Background: an optimization exercise with open tools, aiming at small area, a short achievable clock period and few clock cycles per item. Do not read the settings as production practice.
The RTL was checked by simulation tests, not by an equivalence proof against the original design.

==> flow/design.v (outline; a module is shown in full before it is edited, if it fits) <==
// module multi_dataflow_core: 1480 lines
// module mdf_fa: 10 lines
// module mdf_ha: 9 lines
module multi_dataflow_core (
  input  logic        ap_clk,
  input  logic        ap_rst,
  input  logic [31:0] in0_data,
  output logic        in0_full_n,
  input  logic        in0_write,
  input  logic [31:0] in1_data,
  output logic        in1_full_n,
  input  logic        in1_write,
  output logic [31:0] out0_data,
  input  logic        out0_full_n,
  output logic        out0_write,
  output logic [31:0] out1_data,
  input  logic        out1_full_n,
  output logic        out1_write,
  input  logic [7:0]  ID
);
  // ...
==> flow/flow/run.sh <==
#!/bin/bash
# The standard layout, with plain buffers (buf_4) rather than the default delay-cell
# buffers on the ports, and timing repair aimed at 5.2 ns of setup slack. Make's full output
# goes to standard_flow.log in the work folder.
set -euo pipefail
bash standard.sh "BUFFER_PORTS_ARGS=-buffer_cell sky130_fd_sc_hd__buf_4" SETUP_SLACK_MARGIN=5.2 finish > standard_flow.log 2>&1
==> flow/standard.sh <==
#!/bin/bash
# synth_recipe.tcl (not shown) runs the flow's synth.tcl, then flattens the netlist and writes it again
# the make line also repeats each setting of config.mk as NAME=value (left out here)
make -C /OpenROAD-flow-scripts/flow DESIGN_CONFIG=/design/flow/config.mk WORK_HOME=/design/flow/orfs CLKGATE_MAP_FILE= SYNTH_SCRIPT=/design/flow/synth_recipe.tcl "${@:-finish}"
==> flow/config.mk <==
export PLATFORM = sky130hd
export DESIGN_NAME = multi_dataflow_core
export DESIGN_NICKNAME = multi_dataflow_core
export VERILOG_FILES = /design/flow/design.v
export SDC_FILE = /design/flow/constraint.sdc
export NUM_CORES = 4
export LEC_CHECK = 0
export ABC_AREA = 1
export CAP_MARGIN = 20
export CORE_MARGIN = 2
export CORE_UTILIZATION = 40
export CTS_CLUSTER_DIAMETER = 100
export CTS_CLUSTER_SIZE = 24
export SLEW_MARGIN = 20
export SYNTH_HIERARCHICAL = 1
==> flow/constraint.sdc <==
create_clock -name core_clock -period 8.5 [get_ports {ap_clk}]
set_input_delay 1.7000 -clock core_clock [delete_from_list [all_inputs] [get_ports {ap_clk}]]
set_output_delay 1.7000 -clock core_clock [all_outputs]
set_load 0.01 [all_outputs]
==> run_results.csv, run 1 <==
group,metric,value,unit
status,status,"timing/DRC/antenna clean",
route,drt-met1-wl,33300,um
timing,highest_attainable_clock_frequency,296,MHz
timing,setup-violations-final,0,
route,detail_route.vias_per_cell,5.28,
logic_synthesis,synth_xor_xnor_area_share,9.34,%
timing,setup_total_negative_slack,0,ns
logic_synthesis,yosys-mux-area-fraction,0.0384,%
layout,max_flop_register,"s1_q",
min_path,worst_hold_path.num_cells,2,
route,route.met3.wl,5310,um
critical_path,crit_chain,"clkinvlp_4, o22ai_4, xor2_2, fa_1, fa_1, fa_1, fa_1",
critical_path,worst-r2r-setup-slack,5.12,ns
min_path,min_from,"sa[30]",
placement,place_ws,4.13,ns
global_routing,global_route_wire_length_before_repair,120000,um
floorplan,initial_core_util,40.4,%
timing,timing_max_transition_violations_final,0,
placement,routabilityCongestion,0.900,
floorplan,floorplan.tapcells,855,
layout,clock_cell_area_share,2.64,%
clock_network,tritoncts.num_buffers,23,
layout,diodes,0,
logic_synthesis,ys_seq_area_share,37.1,%
run,drv_cap,0,
global_routing,grtUsageMet3,3.22,%
logic_synthesis,postSynth.asyncResetShare,2.68,%
logic_synthesis,post_synth_edffs,216,
critical_path,worst_setup_path_end_kind,"flip-flop",
timing,layout_worst_path_cycle_share,39.7,%
Testbench counts, summed over its fixed seeds: cycles 8,288, items 8,192.
==> inputs of run 2 (changes only) <==
--- a/flow/design.v
+++ b/flow/design.v
@@ -63,17 +63,16 @@
   always_ff @(posedge ap_clk) begin
     id1_q <= id1_d;
     if (!sv_a) sa <= in0_data;
     if (!sv_b) sb <= in1_data;
     if (!hv_a || fire) ha <= sv_a ? sa : in0_data;
     hb <= hb_nxt;
   end
   logic [31:0] res1, o1_q;
-  assign res1 = id1_q ? (ha - hb) : (ha ^ hb);
   always_ff @(posedge ap_clk) begin
     if (o1_rdy) o1_q <= res1;
   end
   logic [15:0] bo, bt, bn;
   logic        bn0x, bi1;
   logic [NS1-1:0] s1_d, s1_q;
   for (genvar i = 0; i < 16; i++) begin : g_booth
     logic b2, b1, b0;
@@ -827,16 +826,178 @@
   logic c693;
   logic s695;
   logic c696;
   logic s698;
   logic c699;
   logic s701;
   logic c702;
   logic s704;
+  logic [31:0] q0p, q0g;
+  logic q0g1, q0p1;
+  logic q0g2, q0p2;
+  logic q0g3, q0p3;
+  logic q0g4, q0p4;
+  logic q0g5, q0p5;
+  logic q0g6, q0p6;
+  logic q0g7, q0p7;
+  logic q0g8, q0p8;
+  logic q0g9, q0p9;
+  logic q0g10, q0p10;
+  logic q0g11, q0p11;
+  logic q0g12, q0p12;
+  logic q0g13, q0p13;
+  logic q0g14, q0p14;
+  logic q0g15, q0p15;
+  logic q0g16, q0p16;
+  logic q0g17, q0p17;
+  logic q0g18, q0p18;
+  logic q0g19, q0p19;
+  logic q0g20, q0p20;
+  logic q0g21, q0p21;
+  logic q0g22, q0p22;
+  logic q0g23, q0p23;
+  logic q0g24, q0p24;
+  logic q0g25, q0p25;
+  logic q0g26, q0p26;
+  logic q0g27, q0p27;
+  logic q0g28, q0p28;
+  logic q0g29, q0p29;
+  logic q0g30, q0p30;
+  logic q0g31, q0p31;
+  logic q0g32, q0p32;
+  logic q0g33, q0p33;
+  logic q0g34, q0p34;
+  logic q0g35, q0p35;
+  logic q0g36, q0p36;
+  logic q0g37, q0p37;
+  logic q0g38, q0p38;
+  logic q0g39, q0p39;
+  logic q0g40, q0p40;
+  logic q0g41, q0p41;
+  logic q0g42, q0p42;
+  logic q0g43, q0p43;
+  logic q0g44, q0p44;
+  logic q0g45, q0p45;
+  logic q0g46, q0p46;
+  logic q0g47, q0p47;
+  logic q0g48, q0p48;
+  logic q0g49, q0p49;
+  logic q0g50, q0p50;
+  logic q0g51, q0p51;
+  logic q0g52, q0p52;
+  logic q0g53, q0p53;
+  logic q0g54, q0p54;
+  logic q0g55, q0p55;
+  logic q0g56, q0p56;
+  logic q0g57, q0p57;
+  logic q0g58, q0p58;
+  logic q0g59, q0p59;
+  logic q0g60, q0p60;
+  logic q0g61, q0p61;
+  logic q0g62, q0p62;
+  logic q0g63, q0p63;
+  logic q0g64, q0p64;
+  logic q0g65, q0p65;
+  logic q0g66, q0p66;
+  logic q0g67, q0p67;
+  logic q0g68, q0p68;
+  logic q0g69, q0p69;
+  logic q0g70, q0p70;
+  logic q0g71, q0p71;
+  logic q0g72, q0p72;
+  logic q0g73, q0p73;
+  logic q0g74, q0p74;
+  logic q0g75, q0p75;
+  logic q0g76, q0p76;
+  logic q0g77, q0p77;
+  logic q0g78, q0p78;
+  logic q0g79, q0p79;
+  logic q0g80, q0p80;
+  logic [31:0] q1p, q1g;
+  logic q1g1, q1p1;
+  logic q1g2, q1p2;
+  logic q1g3, q1p3;
+  logic q1g4, q1p4;
+  logic q1g5, q1p5;
+  logic q1g6, q1p6;
+  logic q1g7, q1p7;
+  logic q1g8, q1p8;
+  logic q1g9, q1p9;
+  logic q1g10, q1p10;
+  logic q1g11, q1p11;
+  logic q1g12, q1p12;
+  logic q1g13, q1p13;
+  logic q1g14, q1p14;
+  logic q1g15, q1p15;
+  logic q1g16, q1p16;
+  logic q1g17, q1p17;
+  logic q1g18, q1p18;
+  logic q1g19, q1p19;
+  logic q1g20, q1p20;
+  logic q1g21, q1p21;
+  logic q1g22, q1p22;
+  logic q1g23, q1p23;
+  logic q1g24, q1p24;
+  logic q1g25, q1p25;
+  logic q1g26, q1p26;
+  logic q1g27, q1p27;
+  logic q1g28, q1p28;
+  logic q1g29, q1p29;
+  logic q1g30, q1p30;
+  logic q1g31, q1p31;
+  logic q1g32, q1p32;
+  logic q1g33, q1p33;
+  logic q1g34, q1p34;
+  logic q1g35, q1p35;
+  logic q1g36, q1p36;
+  logic q1g37, q1p37;
+  logic q1g38, q1p38;
+  logic q1g39, q1p39;
+  logic q1g40, q1p40;
+  logic q1g41, q1p41;
+  logic q1g42, q1p42;
+  logic q1g43, q1p43;
+  logic q1g44, q1p44;
+  logic q1g45, q1p45;
+  logic q1g46, q1p46;
+  logic q1g47, q1p47;
+  logic q1g48, q1p48;
+  logic q1g49, q1p49;
+  logic q1g50, q1p50;
+  logic q1g51, q1p51;
+  logic q1g52, q1p52;
+  logic q1g53, q1p53;
+  logic q1g54, q1p54;
+  logic q1g55, q1p55;
+  logic q1g56, q1p56;
+  logic q1g57, q1p57;
+  logic q1g58, q1p58;
+  logic q1g59, q1p59;
+  logic q1g60, q1p60;
+  logic q1g61, q1p61;
+  logic q1g62, q1p62;
+  logic q1g63, q1p63;
+  logic q1g64, q1p64;
+  logic q1g65, q1p65;
+  logic q1g66, q1p66;
+  logic q1g67, q1p67;
+  logic q1g68, q1p68;
+  logic q1g69, q1p69;
+  logic q1g70, q1p70;
+  logic q1g71, q1p71;
+  logic q1g72, q1p72;
+  logic q1g73, q1p73;
+  logic q1g74, q1p74;
+  logic q1g75, q1p75;
+  logic q1g76, q1p76;
+  logic q1g77, q1p77;
+  logic q1g78, q1p78;
+  logic q1g79, q1p79;
+  logic q1g80, q1p80;
   assign pp_0_0 = ((bo[0] & ha[0]) | (bt[0] & 1'b0)) ^ bn[0];
   assign pp_0_1 = ((bo[0] & ha[1]) | (bt[0] & ha[0])) ^ bn[0];
   assign pp_0_2 = ((bo[0] & ha[2]) | (bt[0] & ha[1])) ^ bn[0];
   assign pp_0_3 = ((bo[0] & ha[3]) | (bt[0] & ha[2])) ^ bn[0];
   assign pp_0_4 = ((bo[0] & ha[4]) | (bt[0] & ha[3])) ^ bn[0];
   assign pp_0_5 = ((bo[0] & ha[5]) | (bt[0] & ha[4])) ^ bn[0];
   assign pp_0_6 = ((bo[0] & ha[6]) | (bt[0] & ha[5])) ^ bn[0];
   assign pp_0_7 = ((bo[0] & ha[7]) | (bt[0] & ha[6])) ^ bn[0];
@@ -1401,20 +1562,183 @@
   assign s1_d[112] = s524;
   assign s1_d[113] = s527;
   assign s1_d[114] = c519;
   assign s1_d[115] = c522;
   assign s1_d[116] = s530;
   assign s1_d[117] = s532;
   assign s1_d[118] = c525;
   assign s1_d[119] = c528;
+  assign q1p = ha ^ ~hb;
+  assign q1g = ha & ~hb;
+  assign q1g1 = q1g[1] | (q1p[1] & (q1g[0] | q1p[0]));
+  assign q1p1 = q1p[1] & q1p[0];
+  assign q1g2 = q1g[3] | (q1p[3] & q1g[2]);
+  assign q1p2 = q1p[3] & q1p[2];
+  assign q1g3 = q1g[5] | (q1p[5] & q1g[4]);
+  assign q1p3 = q1p[5] & q1p[4];
+  assign q1g4 = q1g[7] | (q1p[7] & q1g[6]);
+  assign q1p4 = q1p[7] & q1p[6];
+  assign q1g5 = q1g[9] | (q1p[9] & q1g[8]);
+  assign q1p5 = q1p[9] & q1p[8];
+  assign q1g6 = q1g[11] | (q1p[11] & q1g[10]);
+  assign q1p6 = q1p[11] & q1p[10];
+  assign q1g7 = q1g[13] | (q1p[13] & q1g[12]);
+  assign q1p7 = q1p[13] & q1p[12];
+  assign q1g8 = q1g[15] | (q1p[15] & q1g[14]);
+  assign q1p8 = q1p[15] & q1p[14];
+  assign q1g9 = q1g[17] | (q1p[17] & q1g[16]);
+  assign q1p9 = q1p[17] & q1p[16];
+  assign q1g10 = q1g[19] | (q1p[19] & q1g[18]);
+  assign q1p10 = q1p[19] & q1p[18];
+  assign q1g11 = q1g[21] | (q1p[21] & q1g[20]);
+  assign q1p11 = q1p[21] & q1p[20];
+  assign q1g12 = q1g[23] | (q1p[23] & q1g[22]);
+  assign q1p12 = q1p[23] & q1p[22];
+  assign q1g13 = q1g[25] | (q1p[25] & q1g[24]);
+  assign q1p13 = q1p[25] & q1p[24];
+  assign q1g14 = q1g[27] | (q1p[27] & q1g[26]);
+  assign q1p14 = q1p[27] & q1p[26];
+  assign q1g15 = q1g[29] | (q1p[29] & q1g[28]);
+  assign q1p15 = q1p[29] & q1p[28];
+  assign q1g16 = q1g[31] | (q1p[31] & q1g[30]);
+  assign q1p16 = q1p[31] & q1p[30];
+  assign q1g17 = q1g2 | (q1p2 & q1g1);
+  assign q1p17 = q1p2 & q1p1;
+  assign q1g18 = q1g3 | (q1p3 & q1g2);
+  assign q1p18 = q1p3 & q1p2;
+  assign q1g19 = q1g4 | (q1p4 & q1g3);
+  assign q1p19 = q1p4 & q1p3;
+  assign q1g20 = q1g5 | (q1p5 & q1g4);
+  assign q1p20 = q1p5 & q1p4;
+  assign q1g21 = q1g6 | (q1p6 & q1g5);
+  assign q1p21 = q1p6 & q1p5;
+  assign q1g22 = q1g7 | (q1p7 & q1g6);
+  assign q1p22 = q1p7 & q1p6;
+  assign q1g23 = q1g8 | (q1p8 & q1g7);
+  assign q1p23 = q1p8 & q1p7;
+  assign q1g24 = q1g9 | (q1p9 & q1g8);
+  assign q1p24 = q1p9 & q1p8;
+  assign q1g25 = q1g10 | (q1p10 & q1g9);
+  assign q1p25 = q1p10 & q1p9;
+  assign q1g26 = q1g11 | (q1p11 & q1g10);
+  assign q1p26 = q1p11 & q1p10;
+  assign q1g27 = q1g12 | (q1p12 & q1g11);
+  assign q1p27 = q1p12 & q1p11;
+  assign q1g28 = q1g13 | (q1p13 & q1g12);
+  assign q1p28 = q1p13 & q1p12;
+  assign q1g29 = q1g14 | (q1p14 & q1g13);
+  assign q1p29 = q1p14 & q1p13;
+  assign q1g30 = q1g15 | (q1p15 & q1g14);
+  assign q1p30 = q1p15 & q1p14;
+  assign q1g31 = q1g16 | (q1p16 & q1g15);
+  assign q1p31 = q1p16 & q1p15;
+  assign q1g32 = q1g18 | (q1p18 & q1g1);
+  assign q1p32 = q1p18 & q1p1;
+  assign q1g33 = q1g19 | (q1p19 & q1g17);
+  assign q1p33 = q1p19 & q1p17;
+  assign q1g34 = q1g20 | (q1p20 & q1g18);
+  assign q1p34 = q1p20 & q1p18;
+  assign q1g35 = q1g21 | (q1p21 & q1g19);
+  assign q1p35 = q1p21 & q1p19;
+  assign q1g36 = q1g22 | (q1p22 & q1g20);
+  assign q1p36 = q1p22 & q1p20;
+  assign q1g37 = q1g23 | (q1p23 & q1g21);
+  assign q1p37 = q1p23 & q1p21;
+  assign q1g38 = q1g24 | (q1p24 & q1g22);
+  assign q1p38 = q1p24 & q1p22;
+  assign q1g39 = q1g25 | (q1p25 & q1g23);
+  assign q1p39 = q1p25 & q1p23;
+  assign q1g40 = q1g26 | (q1p26 & q1g24);
+  assign q1p40 = q1p26 & q1p24;
+  assign q1g41 = q1g27 | (q1p27 & q1g25);
+  assign q1p41 = q1p27 & q1p25;
+  assign q1g42 = q1g28 | (q1p28 & q1g26);
+  assign q1p42 = q1p28 & q1p26;
+  assign q1g43 = q1g29 | (q1p29 & q1g27);
+  assign q1p43 = q1p29 & q1p27;
+  assign q1g44 = q1g30 | (q1p30 & q1g28);
+  assign q1p44 = q1p30 & q1p28;
+  assign q1g45 = q1g31 | (q1p31 & q1g29);
+  assign q1p45 = q1p31 & q1p29;
+  assign q1g46 = q1g34 | (q1p34 & q1g1);
+  assign q1p46 = q1p34 & q1p1;
+  assign q1g47 = q1g35 | (q1p35 & q1g17);
+  assign q1p47 = q1p35 & q1p17;
+  assign q1g48 = q1g36 | (q1p36 & q1g32);
+  assign q1p48 = q1p36 & q1p32;
+  assign q1g49 = q1g37 | (q1p37 & q1g33);
+  assign q1p49 = q1p37 & q1p33;
+  assign q1g50 = q1g38 | (q1p38 & q1g34);
+  assign q1p50 = q1p38 & q1p34;
+  assign q1g51 = q1g39 | (q1p39 & q1g35);
+  assign q1p51 = q1p39 & q1p35;
+  assign q1g52 = q1g40 | (q1p40 & q1g36);
+  assign q1p52 = q1p40 & q1p36;
+  assign q1g53 = q1g41 | (q1p41 & q1g37);
+  assign q1p53 = q1p41 & q1p37;
+  assign q1g54 = q1g42 | (q1p42 & q1g38);
+  assign q1p54 = q1p42 & q1p38;
+  assign q1g55 = q1g43 | (q1p43 & q1g39);
+  assign q1p55 = q1p43 & q1p39;
+  assign q1g56 = q1g44 | (q1p44 & q1g40);
+  assign q1p56 = q1p44 & q1p40;
+  assign q1g57 = q1g45 | (q1p45 & q1g41);
+  assign q1p57 = q1p45 & q1p41;
+  assign q1g58 = q1g50 | (q1p50 & q1g1);
+  assign q1p58 = q1p50 & q1p1;
+  assign q1g59 = q1g51 | (q1p51 & q1g17);
+  assign q1p59 = q1p51 & q1p17;
+  assign q1g60 = q1g52 | (q1p52 & q1g32);
+  assign q1p60 = q1p52 & q1p32;
+  assign q1g61 = q1g53 | (q1p53 & q1g33);
+  assign q1p61 = q1p53 & q1p33;
+  assign q1g62 = q1g54 | (q1p54 & q1g46);
+  assign q1p62 = q1p54 & q1p46;
+  assign q1g63 = q1g55 | (q1p55 & q1g47);
+  assign q1p63 = q1p55 & q1p47;
+  assign q1g64 = q1g56 | (q1p56 & q1g48);
+  assign q1p64 = q1p56 & q1p48;
+  assign q1g65 = q1g57 | (q1p57 & q1g49);
+  assign q1p65 = q1p57 & q1p49;
+  assign q1g66 = q1g[2] | (q1p[2] & q1g1);
+  assign q1p66 = q1p[2] & q1p1;
+  assign q1g67 = q1g[4] | (q1p[4] & q1g17);
+  assign q1p67 = q1p[4] & q1p17;
+  assign q1g68 = q1g[6] | (q1p[6] & q1g32);
+  assign q1p68 = q1p[6] & q1p32;
+  assign q1g69 = q1g[8] | (q1p[8] & q1g33);
+  assign q1p69 = q1p[8] & q1p33;
+  assign q1g70 = q1g[10] | (q1p[10] & q1g46);
+  assign q1p70 = q1p[10] & q1p46;
+  assign q1g71 = q1g[12] | (q1p[12] & q1g47);
+  assign q1p71 = q1p[12] & q1p47;
+  assign q1g72 = q1g[14] | (q1p[14] & q1g48);
+  assign q1p72 = q1p[14] & q1p48;
+  assign q1g73 = q1g[16] | (q1p[16] & q1g49);
+  assign q1p73 = q1p[16] & q1p49;
+  assign q1g74 = q1g[18] | (q1p[18] & q1g58);
+  assign q1p74 = q1p[18] & q1p58;
+  assign q1g75 = q1g[20] | (q1p[20] & q1g59);
+  assign q1p75 = q1p[20] & q1p59;
+  assign q1g76 = q1g[22] | (q1p[22] & q1g60);
+  assign q1p76 = q1p[22] & q1p60;
+  assign q1g77 = q1g[24] | (q1p[24] & q1g61);
+  assign q1p77 = q1p[24] & q1p61;
+  assign q1g78 = q1g[26] | (q1p[26] & q1g62);
+  assign q1p78 = q1p[26] & q1p62;
+  assign q1g79 = q1g[28] | (q1p[28] & q1g63);
+  assign q1p79 = q1p[28] & q1p63;
+  assign q1g80 = q1g[30] | (q1p[30] & q1g64);
+  assign q1p80 = q1p[30] & q1p64;
+  assign res1 = {q1p[31] ^ (~id1_q | q1g80), q1p[30] ^ (~id1_q | q1g64), q1p[29] ^ (~id1_q | q1g79), q1p[28] ^ (~id1_q | q1g63), q1p[27] ^ (~id1_q | q1g78), q1p[26] ^ (~id1_q | q1g62), q1p[25] ^ (~id1_q | q1g77), q1p[24] ^ (~id1_q | q1g61), q1p[23] ^ (~id1_q | q1g76), q1p[22] ^ (~id1_q | q1g60), q1p[21] ^ (~id1_q | q1g75), q1p[20] ^ (~id1_q | q1g59), q1p[19] ^ (~id1_q | q1g74), q1p[18] ^ (~id1_q | q1g58), q1p[17] ^ (~id1_q | q1g73), q1p[16] ^ (~id1_q | q1g49), q1p[15] ^ (~id1_q | q1g72), q1p[14] ^ (~id1_q | q1g48), q1p[13] ^ (~id1_q | q1g71), q1p[12] ^ (~id1_q | q1g47), q1p[11] ^ (~id1_q | q1g70), q1p[10] ^ (~id1_q | q1g46), q1p[9] ^ (~id1_q | q1g69), q1p[8] ^ (~id1_q | q1g33), q1p[7] ^ (~id1_q | q1g68), q1p[6] ^ (~id1_q | q1g32), q1p[5] ^ (~id1_q | q1g67), q1p[4] ^ (~id1_q | q1g17), q1p[3] ^ (~id1_q | q1g66), q1p[2] ^ (~id1_q | q1g1), q1p[1] ^ (~id1_q | (q1g[0] | q1p[0])), ~q1p[0]};
   always_ff @(posedge ap_clk) begin
     if (s1_rdy) s1_q <= s1_d;
   end
-  logic [31:0] px, py, o0_q;
+  logic [31:0] px, py, res0, o0_q;
   mdf_ha u_ha536 (.x(s1_q[9]), .y(s1_q[10]), .s(s534), .c(c535));
   mdf_ha u_ha539 (.x(s1_q[13]), .y(s1_q[14]), .s(s537), .c(c538));
   mdf_fa u_fa542 (.x(s1_q[18]), .y(s1_q[16]), .z(s1_q[17]), .s(s540), .c(c541));
   mdf_fa u_fa545 (.x(s1_q[22]), .y(s1_q[20]), .z(s1_q[21]), .s(s543), .c(c544));
   mdf_fa u_fa548 (.x(s1_q[26]), .y(s1_q[24]), .z(s1_q[25]), .s(s546), .c(c547));
   mdf_fa u_fa551 (.x(s1_q[30]), .y(s1_q[28]), .z(s1_q[29]), .s(s549), .c(c550));
   mdf_fa u_fa554 (.x(s1_q[34]), .y(s1_q[32]), .z(s1_q[33]), .s(s552), .c(c553));
   mdf_fa u_fa557 (.x(s1_q[38]), .y(s1_q[36]), .z(s1_q[37]), .s(s555), .c(c556));
@@ -1465,18 +1789,181 @@
   mdf_fa u_fa691 (.x(s600), .y(s1_q[99]), .z(c598), .s(s689), .c(c690));
   mdf_fa u_fa694 (.x(s603), .y(s1_q[103]), .z(c601), .s(s692), .c(c693));
   mdf_fa u_fa697 (.x(s606), .y(s1_q[107]), .z(c604), .s(s695), .c(c696));
   mdf_fa u_fa700 (.x(s609), .y(s1_q[111]), .z(c607), .s(s698), .c(c699));
   mdf_fa u_fa703 (.x(s612), .y(s1_q[115]), .z(c610), .s(s701), .c(c702));
   mdf_fa u_fa705 (.x(s615), .y(s1_q[119]), .z(c613), .s(s704), .c());
   assign px = {s704, s701, s698, s695, s692, s689, s686, s683, s680, s677, s674, s671, s668, s665, s662, s659, s656, s653, s650, s647, s644, s641, s638, s635, s632, s629, s626, s623, s620, s1_q[6], s1_q[2], s1_q[0]};
   assign py = {c702, c699, c696, c693, c690, c687, c684, c681, c678, c675, c672, c669, c666, c663, c660, c657, c654, c651, c648, c645, c642, c639, c636, c633, c630, c627, c624, c621, c618, s617, s1_q[3], s1_q[1]};
+  assign q0p = px ^ py;
+  assign q0g = px & py;
+  assign q0g1 = q0g[1] | (q0p[1] & q0g[0]);
+  assign q0p1 = q0p[1] & q0p[0];
+  assign q0g2 = q0g[3] | (q0p[3] & q0g[2]);
+  assign q0p2 = q0p[3] & q0p[2];
+  assign q0g3 = q0g[5] | (q0p[5] & q0g[4]);
+  assign q0p3 = q0p[5] & q0p[4];
+  assign q0g4 = q0g[7] | (q0p[7] & q0g[6]);
+  assign q0p4 = q0p[7] & q0p[6];
+  assign q0g5 = q0g[9] | (q0p[9] & q0g[8]);
+  assign q0p5 = q0p[9] & q0p[8];
+  assign q0g6 = q0g[11] | (q0p[11] & q0g[10]);
+  assign q0p6 = q0p[11] & q0p[10];
+  assign q0g7 = q0g[13] | (q0p[13] & q0g[12]);
+  assign q0p7 = q0p[13] & q0p[12];
+  assign q0g8 = q0g[15] | (q0p[15] & q0g[14]);
+  assign q0p8 = q0p[15] & q0p[14];
+  assign q0g9 = q0g[17] | (q0p[17] & q0g[16]);
+  assign q0p9 = q0p[17] & q0p[16];
+  assign q0g10 = q0g[19] | (q0p[19] & q0g[18]);
+  assign q0p10 = q0p[19] & q0p[18];
+  assign q0g11 = q0g[21] | (q0p[21] & q0g[20]);
+  assign q0p11 = q0p[21] & q0p[20];
+  assign q0g12 = q0g[23] | (q0p[23] & q0g[22]);
+  assign q0p12 = q0p[23] & q0p[22];
+  assign q0g13 = q0g[25] | (q0p[25] & q0g[24]);
+  assign q0p13 = q0p[25] & q0p[24];
+  assign q0g14 = q0g[27] | (q0p[27] & q0g[26]);
+  assign q0p14 = q0p[27] & q0p[26];
+  assign q0g15 = q0g[29] | (q0p[29] & q0g[28]);
+  assign q0p15 = q0p[29] & q0p[28];
+  assign q0g16 = q0g[31] | (q0p[31] & q0g[30]);
+  assign q0p16 = q0p[31] & q0p[30];
+  assign q0g17 = q0g[2] | (q0p[2] & q0g1);
+  assign q0p17 = q0p[2] & q0p1;
+  assign q0g18 = q0g2 | (q0p2 & q0g1);
+  assign q0p18 = q0p2 & q0p1;
+  assign q0g19 = q0g[6] | (q0p[6] & q0g3);
+  assign q0p19 = q0p[6] & q0p3;
+  assign q0g20 = q0g4 | (q0p4 & q0g3);
+  assign q0p20 = q0p4 & q0p3;
+  assign q0g21 = q0g[10] | (q0p[10] & q0g5);
+  assign q0p21 = q0p[10] & q0p5;
+  assign q0g22 = q0g6 | (q0p6 & q0g5);
+  assign q0p22 = q0p6 & q0p5;
+  assign q0g23 = q0g[14] | (q0p[14] & q0g7);
+  assign q0p23 = q0p[14] & q0p7;
+  assign q0g24 = q0g8 | (q0p8 & q0g7);
+  assign q0p24 = q0p8 & q0p7;
+  assign q0g25 = q0g[18] | (q0p[18] & q0g9);
+  assign q0p25 = q0p[18] & q0p9;
+  assign q0g26 = q0g10 | (q0p10 & q0g9);
+  assign q0p26 = q0p10 & q0p9;
+  assign q0g27 = q0g[22] | (q0p[22] & q0g11);
+  assign q0p27 = q0p[22] & q0p11;
+  assign q0g28 = q0g12 | (q0p12 & q0g11);
+  assign q0p28 = q0p12 & q0p11;
+  assign q0g29 = q0g[26] | (q0p[26] & q0g13);
+  assign q0p29 = q0p[26] & q0p13;
+  assign q0g30 = q0g14 | (q0p14 & q0g13);
+  assign q0p30 = q0p14 & q0p13;
+  assign q0g31 = q0g[30] | (q0p[30] & q0g15);
+  assign q0p31 = q0p[30] & q0p15;
+  assign q0g32 = q0g16 | (q0p16 & q0g15);
+  assign q0p32 = q0p16 & q0p15;
+  assign q0g33 = q0g[4] | (q0p[4] & q0g18);
+  assign q0p33 = q0p[4] & q0p18;
+  assign q0g34 = q0g3 | (q0p3 & q0g18);
+  assign q0p34 = q0p3 & q0p18;
+  assign q0g35 = q0g19 | (q0p19 & q0g18);
+  assign q0p35 = q0p19 & q0p18;
+  assign q0g36 = q0g20 | (q0p20 & q0g18);
+  assign q0p36 = q0p20 & q0p18;
+  assign q0g37 = q0g[12] | (q0p[12] & q0g22);
+  assign q0p37 = q0p[12] & q0p22;
+  assign q0g38 = q0g7 | (q0p7 & q0g22);
+  assign q0p38 = q0p7 & q0p22;
+  assign q0g39 = q0g23 | (q0p23 & q0g22);
+  assign q0p39 = q0p23 & q0p22;
+  assign q0g40 = q0g24 | (q0p24 & q0g22);
+  assign q0p40 = q0p24 & q0p22;
+  assign q0g41 = q0g[20] | (q0p[20] & q0g26);
+  assign q0p41 = q0p[20] & q0p26;
+  assign q0g42 = q0g11 | (q0p11 & q0g26);
+  assign q0p42 = q0p11 & q0p26;
+  assign q0g43 = q0g27 | (q0p27 & q0g26);
+  assign q0p43 = q0p27 & q0p26;
+  assign q0g44 = q0g28 | (q0p28 & q0g26);
+  assign q0p44 = q0p28 & q0p26;
+  assign q0g45 = q0g[28] | (q0p[28] & q0g30);
+  assign q0p45 = q0p[28] & q0p30;
+  assign q0g46 = q0g15 | (q0p15 & q0g30);
+  assign q0p46 = q0p15 & q0p30;
+  assign q0g47 = q0g31 | (q0p31 & q0g30);
+  assign q0p47 = q0p31 & q0p30;
+  assign q0g48 = q0g32 | (q0p32 & q0g30);
+  assign q0p48 = q0p32 & q0p30;
+  assign q0g49 = q0g[8] | (q0p[8] & q0g36);
+  assign q0p49 = q0p[8] & q0p36;
+  assign q0g50 = q0g5 | (q0p5 & q0g36);
+  assign q0p50 = q0p5 & q0p36;
+  assign q0g51 = q0g21 | (q0p21 & q0g36);
+  assign q0p51 = q0p21 & q0p36;
+  assign q0g52 = q0g22 | (q0p22 & q0g36);
+  assign q0p52 = q0p22 & q0p36;
+  assign q0g53 = q0g37 | (q0p37 & q0g36);
+  assign q0p53 = q0p37 & q0p36;
+  assign q0g54 = q0g38 | (q0p38 & q0g36);
+  assign q0p54 = q0p38 & q0p36;
+  assign q0g55 = q0g39 | (q0p39 & q0g36);
+  assign q0p55 = q0p39 & q0p36;
+  assign q0g56 = q0g40 | (q0p40 & q0g36);
+  assign q0p56 = q0p40 & q0p36;
+  assign q0g57 = q0g[24] | (q0p[24] & q0g44);
+  assign q0p57 = q0p[24] & q0p44;
+  assign q0g58 = q0g13 | (q0p13 & q0g44);
+  assign q0p58 = q0p13 & q0p44;
+  assign q0g59 = q0g29 | (q0p29 & q0g44);
+  assign q0p59 = q0p29 & q0p44;
+  assign q0g60 = q0g30 | (q0p30 & q0g44);
+  assign q0p60 = q0p30 & q0p44;
+  assign q0g61 = q0g45 | (q0p45 & q0g44);
+  assign q0p61 = q0p45 & q0p44;
+  assign q0g62 = q0g46 | (q0p46 & q0g44);
+  assign q0p62 = q0p46 & q0p44;
+  assign q0g63 = q0g47 | (q0p47 & q0g44);
+  assign q0p63 = q0p47 & q0p44;
+  assign q0g64 = q0g48 | (q0p48 & q0g44);
+  assign q0p64 = q0p48 & q0p44;
+  assign q0g65 = q0g[16] | (q0p[16] & q0g56);
+  assign q0p65 = q0p[16] & q0p56;
+  assign q0g66 = q0g9 | (q0p9 & q0g56);
+  assign q0p66 = q0p9 & q0p56;
+  assign q0g67 = q0g25 | (q0p25 & q0g56);
+  assign q0p67 = q0p25 & q0p56;
+  assign q0g68 = q0g26 | (q0p26 & q0g56);
+  assign q0p68 = q0p26 & q0p56;
+  assign q0g69 = q0g41 | (q0p41 & q0g56);
+  assign q0p69 = q0p41 & q0p56;
+  assign q0g70 = q0g42 | (q0p42 & q0g56);
+  assign q0p70 = q0p42 & q0p56;
+  assign q0g71 = q0g43 | (q0p43 & q0g56);
+  assign q0p71 = q0p43 & q0p56;
+  assign q0g72 = q0g44 | (q0p44 & q0g56);
+  assign q0p72 = q0p44 & q0p56;
+  assign q0g73 = q0g57 | (q0p57 & q0g56);
+  assign q0p73 = q0p57 & q0p56;
+  assign q0g74 = q0g58 | (q0p58 & q0g56);
+  assign q0p74 = q0p58 & q0p56;
+  assign q0g75 = q0g59 | (q0p59 & q0g56);
+  assign q0p75 = q0p59 & q0p56;
+  assign q0g76 = q0g60 | (q0p60 & q0g56);
+  assign q0p76 = q0p60 & q0p56;
+  assign q0g77 = q0g61 | (q0p61 & q0g56);
+  assign q0p77 = q0p61 & q0p56;
+  assign q0g78 = q0g62 | (q0p62 & q0g56);
+  assign q0p78 = q0p62 & q0p56;
+  assign q0g79 = q0g63 | (q0p63 & q0g56);
+  assign q0p79 = q0p63 & q0p56;
+  assign q0g80 = q0g64 | (q0p64 & q0g56);
+  assign q0p80 = q0p64 & q0p56;
+  assign res0 = {q0p[31] ^ q0g79, q0p[30] ^ q0g78, q0p[29] ^ q0g77, q0p[28] ^ q0g76, q0p[27] ^ q0g75, q0p[26] ^ q0g74, q0p[25] ^ q0g73, q0p[24] ^ q0g72, q0p[23] ^ q0g71, q0p[22] ^ q0g70, q0p[21] ^ q0g69, q0p[20] ^ q0g68, q0p[19] ^ q0g67, q0p[18] ^ q0g66, q0p[17] ^ q0g65, q0p[16] ^ q0g56, q0p[15] ^ q0g55, q0p[14] ^ q0g54, q0p[13] ^ q0g53, q0p[12] ^ q0g52, q0p[11] ^ q0g51, q0p[10] ^ q0g50, q0p[9] ^ q0g49, q0p[8] ^ q0g36, q0p[7] ^ q0g35, q0p[6] ^ q0g34, q0p[5] ^ q0g33, q0p[4] ^ q0g18, q0p[3] ^ q0g17, q0p[2] ^ q0g1, q0p[1] ^ q0g[0], q0p[0]};
   always_ff @(posedge ap_clk) begin
-    if (adv0) o0_q <= px + py;
+    if (adv0) o0_q <= res0;
   end
   assign out0_data  = o0_q;
   assign out1_data  = o1_q;
   assign out0_write = o0v;
   assign out1_write = o1v;
 endmodule
 module mdf_fa (
   input  logic x,
==> run_results.csv, run 2 <==
group,metric,value,unit
critical_path,cp.buffers_inverters,1,
logic_synthesis,synth_top_cell_area_share,26.2,%
logic_synthesis,synthTopCellsByCount,"sky130_fd_sc_hd__nand2_1 (463), sky130_fd_sc_hd__o22ai_1 (254), sky130_fd_sc_hd__xor2_1 (249)",
floorplan,initial_core_util,40.3,%
floorplan,rows,91,
critical_path,worst-r2r-setup-slack,5.11,ns
route,detail_route.vias_per_cell,5.31,
logic_synthesis,netlist.top_cell.by_area,"sky130_fd_sc_hd__edfxtp_1",
floorplan,pin_count,146,
clock_network,cts_htree_levels,1,
critical_path,critPathMostFrequentCell,"sky130_fd_sc_hd__fa_1",
route,drt_first_iter_violations,1454,
logic_synthesis,yosys.cell_types.count,45,
placement,routabilityCongestion,0.895,
global_routing,grt_pass1_vias,18300,
timing,report.final.hold_viol_count,0,
route,final_antenna_violating_net_count,0,
timing,layout_worst_path_cycle_share,39.8,%
global_routing,global_route.usage.total,22.2,%
timing,setup_total_negative_slack,0,ns
critical_path,startpoint_type,"flip-flop",
floorplan,die_width,253,um
placement,place_inst,3300,
timing,timing_max_transition_violations_final,0,
clock_network,ctsRootBufferMaster,"sky130_fd_sc_hd__clkbuf_16",
route,firstDrtPassIters,5,
floorplan,die-area,63800,um^2
logic_synthesis,synth-adder-area-share,22.0,%
route,drt_wl_total,71100,um
clock_network,tritoncts_clock_tree,"yes",
floorplan,fp.dieH,253,um
logic_synthesis,synth_flop_cell,"sky130_fd_sc_hd__edfxtp_1",
timing,highest_attainable_clock_frequency,295,MHz
logic_synthesis,synth-compound-area-share,10.7,%
layout,max_flop_register,"s1_q",
logic_synthesis,number_of_register_bits_inferred_by_synthesis,373,
global_routing,global_route_wire_length_before_repair,109000,um
global_routing,overflow,0,
clock_network,clkSlewWorstSetupHoldPaths,0.09,ns
min_path,worst_hold_path.num_cells,0,
floorplan,coreArea,61400,um^2
critical_path,critical_path.reg2reg.startpoint,"ha[20]",
clock_network,clk-insertion-delay-late,0.59,ns
placement,place_ws,4.57,ns
logic_synthesis,yosys-mux-area-fraction,0,%
logic_synthesis,synthesis.area,24700,um^2
clock_network,post_cts_hold_buffer_count,0,
route,num_vias,18000,
critical_path,worst_setup_path_end_kind,"flip-flop",
critical_path,worstReg2RegEnd,"s1_q[117]",
clock_network,clock_sinks,373,
status,status,"timing/DRC/antenna clean",
timing,grt_setup_unrepaired,"true",
clock_network,tritoncts.num_buffers,22,
layout,largest_reg_flops,120,
timing,setup-violations-final,0,
critical_path,critPathArrivalTime,3.70,ns
placement,io_buffers,145,
route,detail_route.drc_violations,0,
logic_synthesis,ys_seq_area_share,39.1,%
layout,layout.cell_area.non_filler,28200,um^2
critical_path,crit_path_max_incr_delay,0.56,ns
logic_synthesis,ys_top_cells_by_area,"sky130_fd_sc_hd__edfxtp_1 (26%), sky130_fd_sc_hd__fa_1 (17%), sky130_fd_sc_hd__dfxtp_1 (12%)",
timing,relSlewSlack,26.2,%
logic_synthesis,synthesis.area_per_instance,10.0,um^2
layout,mostFrequentLayoutCell,"sky130_fd_sc_hd__nand2_1",
min_path,worstHoldPathType,"reg2reg",
logic_synthesis,yosysWarnings,7,
timing,smallest_setup_slack_after_layout,5.11,ns
layout,final_cell_mix,"sky130_fd_sc_hd__nand2_1 (444), sky130_fd_sc_hd__xor2_1 (248), sky130_fd_sc_hd__o22ai_1 (245)",
timing,timing.final.crit_period,3.39,ns
logic_synthesis,netlist_instances,2471,
layout,drive_gt1_share,16.6,%
logic_synthesis,synth_top_family_by_area,"adder cells",
timing,finalClockSkew,0.0459,ns
critical_path,reg2reg_depth,7,
min_path,min_from,"bi1",
placement,post_dp_cell_area,26600,um^2
placement,hpwlAfterDp,51300,um
run,drv_cap,0,
layout,diodes,0,
critical_path,required,8.81,ns
route,route.detailed.wl_per_inst,20.9,um
layout,layout-area-overhead-vs-synth,14.0,%
layout,nets,2973,
logic_synthesis,yosys.cell_count.top_type,"sky130_fd_sc_hd__nand2_1",
logic_synthesis,post_synth_edffs,216,
global_routing,grt_start_max_net_pins,78,
critical_path,worst_path_fanout_max,7,
logic_synthesis,synth_xor_xnor_area_share,9.77,%
logic_synthesis,postSynth.asyncResetShare,2.68,%
critical_path,crit_chain,"clkinvlp_4, o22ai_1, xor2_1, fa_1, fa_1, fa_1, fa_1",
timing,worst_pin_slew,1.11,ns
critical_path,setup.worst_path.class,"reg2reg",
min_path,min_to,"s1_q[2]",
layout,stdcell_count,3395,
clock_network,cts-root-to-sink-buffers,3,
global_routing,antenna_violations_before_repair,0,
logic_synthesis,syn-num-nets,2855,
critical_path,critical-path-top-delay-family,"adder cells",
critical_path,critical_path.startpoint,"ha[20]",
critical_path,timing.critical_path.slowest_stage_cell,"sky130_fd_sc_hd__fa_1",
logic_synthesis,post_synth_and_or_nand_nor_area_fraction,12.2,%
[run 2: changes by cell type after synthesis, moves of 7 or more]
cell / before / now
sky130_fd_sc_hd__nor2_1: 170 / 92
sky130_fd_sc_hd__nand3_1: 56 / 41
sky130_fd_sc_hd__nor2_2: 7 / 0
sky130_fd_sc_hd__clkbuf_1: 90 / 97
sky130_fd_sc_hd__nand2_1: 711 / 463
sky130_fd_sc_hd__inv_1: 275 / 213
sky130_fd_sc_hd__nor3_1: 12 / 4
sky130_fd_sc_hd__o21ai_1: 14 / 29
sky130_fd_sc_hd__inv_2: 36 / 11
sky130_fd_sc_hd__a21oi_1: 48 / 41
sky130_fd_sc_hd__o21ai_0: 16 / 31
sky130_fd_sc_hd__or2_1: 4 / 25
sky130_fd_sc_hd__buf_2: 26 / 18
sky130_fd_sc_hd__and2_1: 4 / 16
[run 2: metrics by stage]
stage	hold WS, ns	utilization (%)
2_1_floorplan	0.386	-
3_3_place_gp	0.429	43.3
3_5_place_dp	0.424	43.3
4_1_cts	0.447	45.6
5_1_grt	0.456	46.0
6_report	0.435	46.0
[run 2: worst reg2reg max path, cell delays in order, from the launching register on]
cell and delay, ns:
sky130_fd_sc_hd__edfxtp_1 0.52, sky130_fd_sc_hd__clkinvlp_4 0.27, sky130_fd_sc_hd__o22ai_1 0.23, sky130_fd_sc_hd__xor2_1 0.19
sky130_fd_sc_hd__fa_1 0.45, sky130_fd_sc_hd__fa_1 0.48, sky130_fd_sc_hd__fa_1 0.56, sky130_fd_sc_hd__fa_1 0.42
[run 2: layout make-up]
cell class,instances,area (um^2)
Clock buffer,32,619
Clock inverter,8,161
Fill cell,5718,33200
Inverter,242,983
Multi-Input combinational cell,1715,13800
Sequential cell,373,9700
Tap cell,790,988
Timing Repair Buffer,232,1950
Timing Repair inverter,3,17.5
[run 2: what timing repair did]
action,in CTS,in global routing
resized for setup,68,36
pin swaps,11,12
buffers inserted,39,8
setup endpoints to repair,51,35
gates cloned,8,0
[run 2: per-module statistics from Yosys, one instance, submodules excluded]
module,cells inside,area [um^2]
mdf_fa,1,20.0
mdf_ha,1,12.5
multi_dataflow_core,2231,20200
[run 2: cell families after synthesis]
kind of cell / Yosys count
AOI/OAI and AO/OA: 425
xor gates and xnor gates: 276
adders and majority gates: 306
buffers and inverters: 384
DFF: 373
and+or+nand+nor: 707
[run 2: metal layers]
layer  track usage, %  share of wire [%]
met4             5.90                2.5
met3             3.24                6.3
met1             31.1                 45
met5                0                  0
met2             36.0                 47
[run 2: worst max-delay path by stage]
stage	end	slack, ns	cells after the start
final	s1_q[117]	5.11	7
after CTS	s1_q[117]	5.11	7
after detailed placement	bt[13]	4.57	9
after global routing	s1_q[113]	5.06	7
after floorplan	bt[10]	4.59	11
after global placement	bt[15]	4.69	11
Testbench counts of run 2, summed over its fixed seeds: cycles 8,288, items 8,192.

re-timing with driven ports:
Ports are ideal in the flow. The routed layouts listed here were re-timed in OpenROAD.
Step 1 assumes that a clkbuf_16 drives the clock port and a buf_2 every other input.
Step 2, shift: input delay + t, output delay - t, t = (earliest + latest rising clock arrival at the registers) / 2. This alone moves slack from input paths to output paths.
Three values: ideal, step 1, step 2; two values: the first two.
run | shift t [ns] | setup WS [ns] | worst slew at a driven data input, ns | pins driven straight from the clock port
run 1 | 0.631 | 5.122 / 5.122 / 4.781 | 0.05 | 1
run 2 | 0.623 | 5.115 / 5.115 / 4.820 | 0.05 | 1
After both steps every run listed still meets setup and hold. For run 1, which loses most, drivers alone change the setup slack by 0.000 ns; drivers and shift together by -0.341 ns.
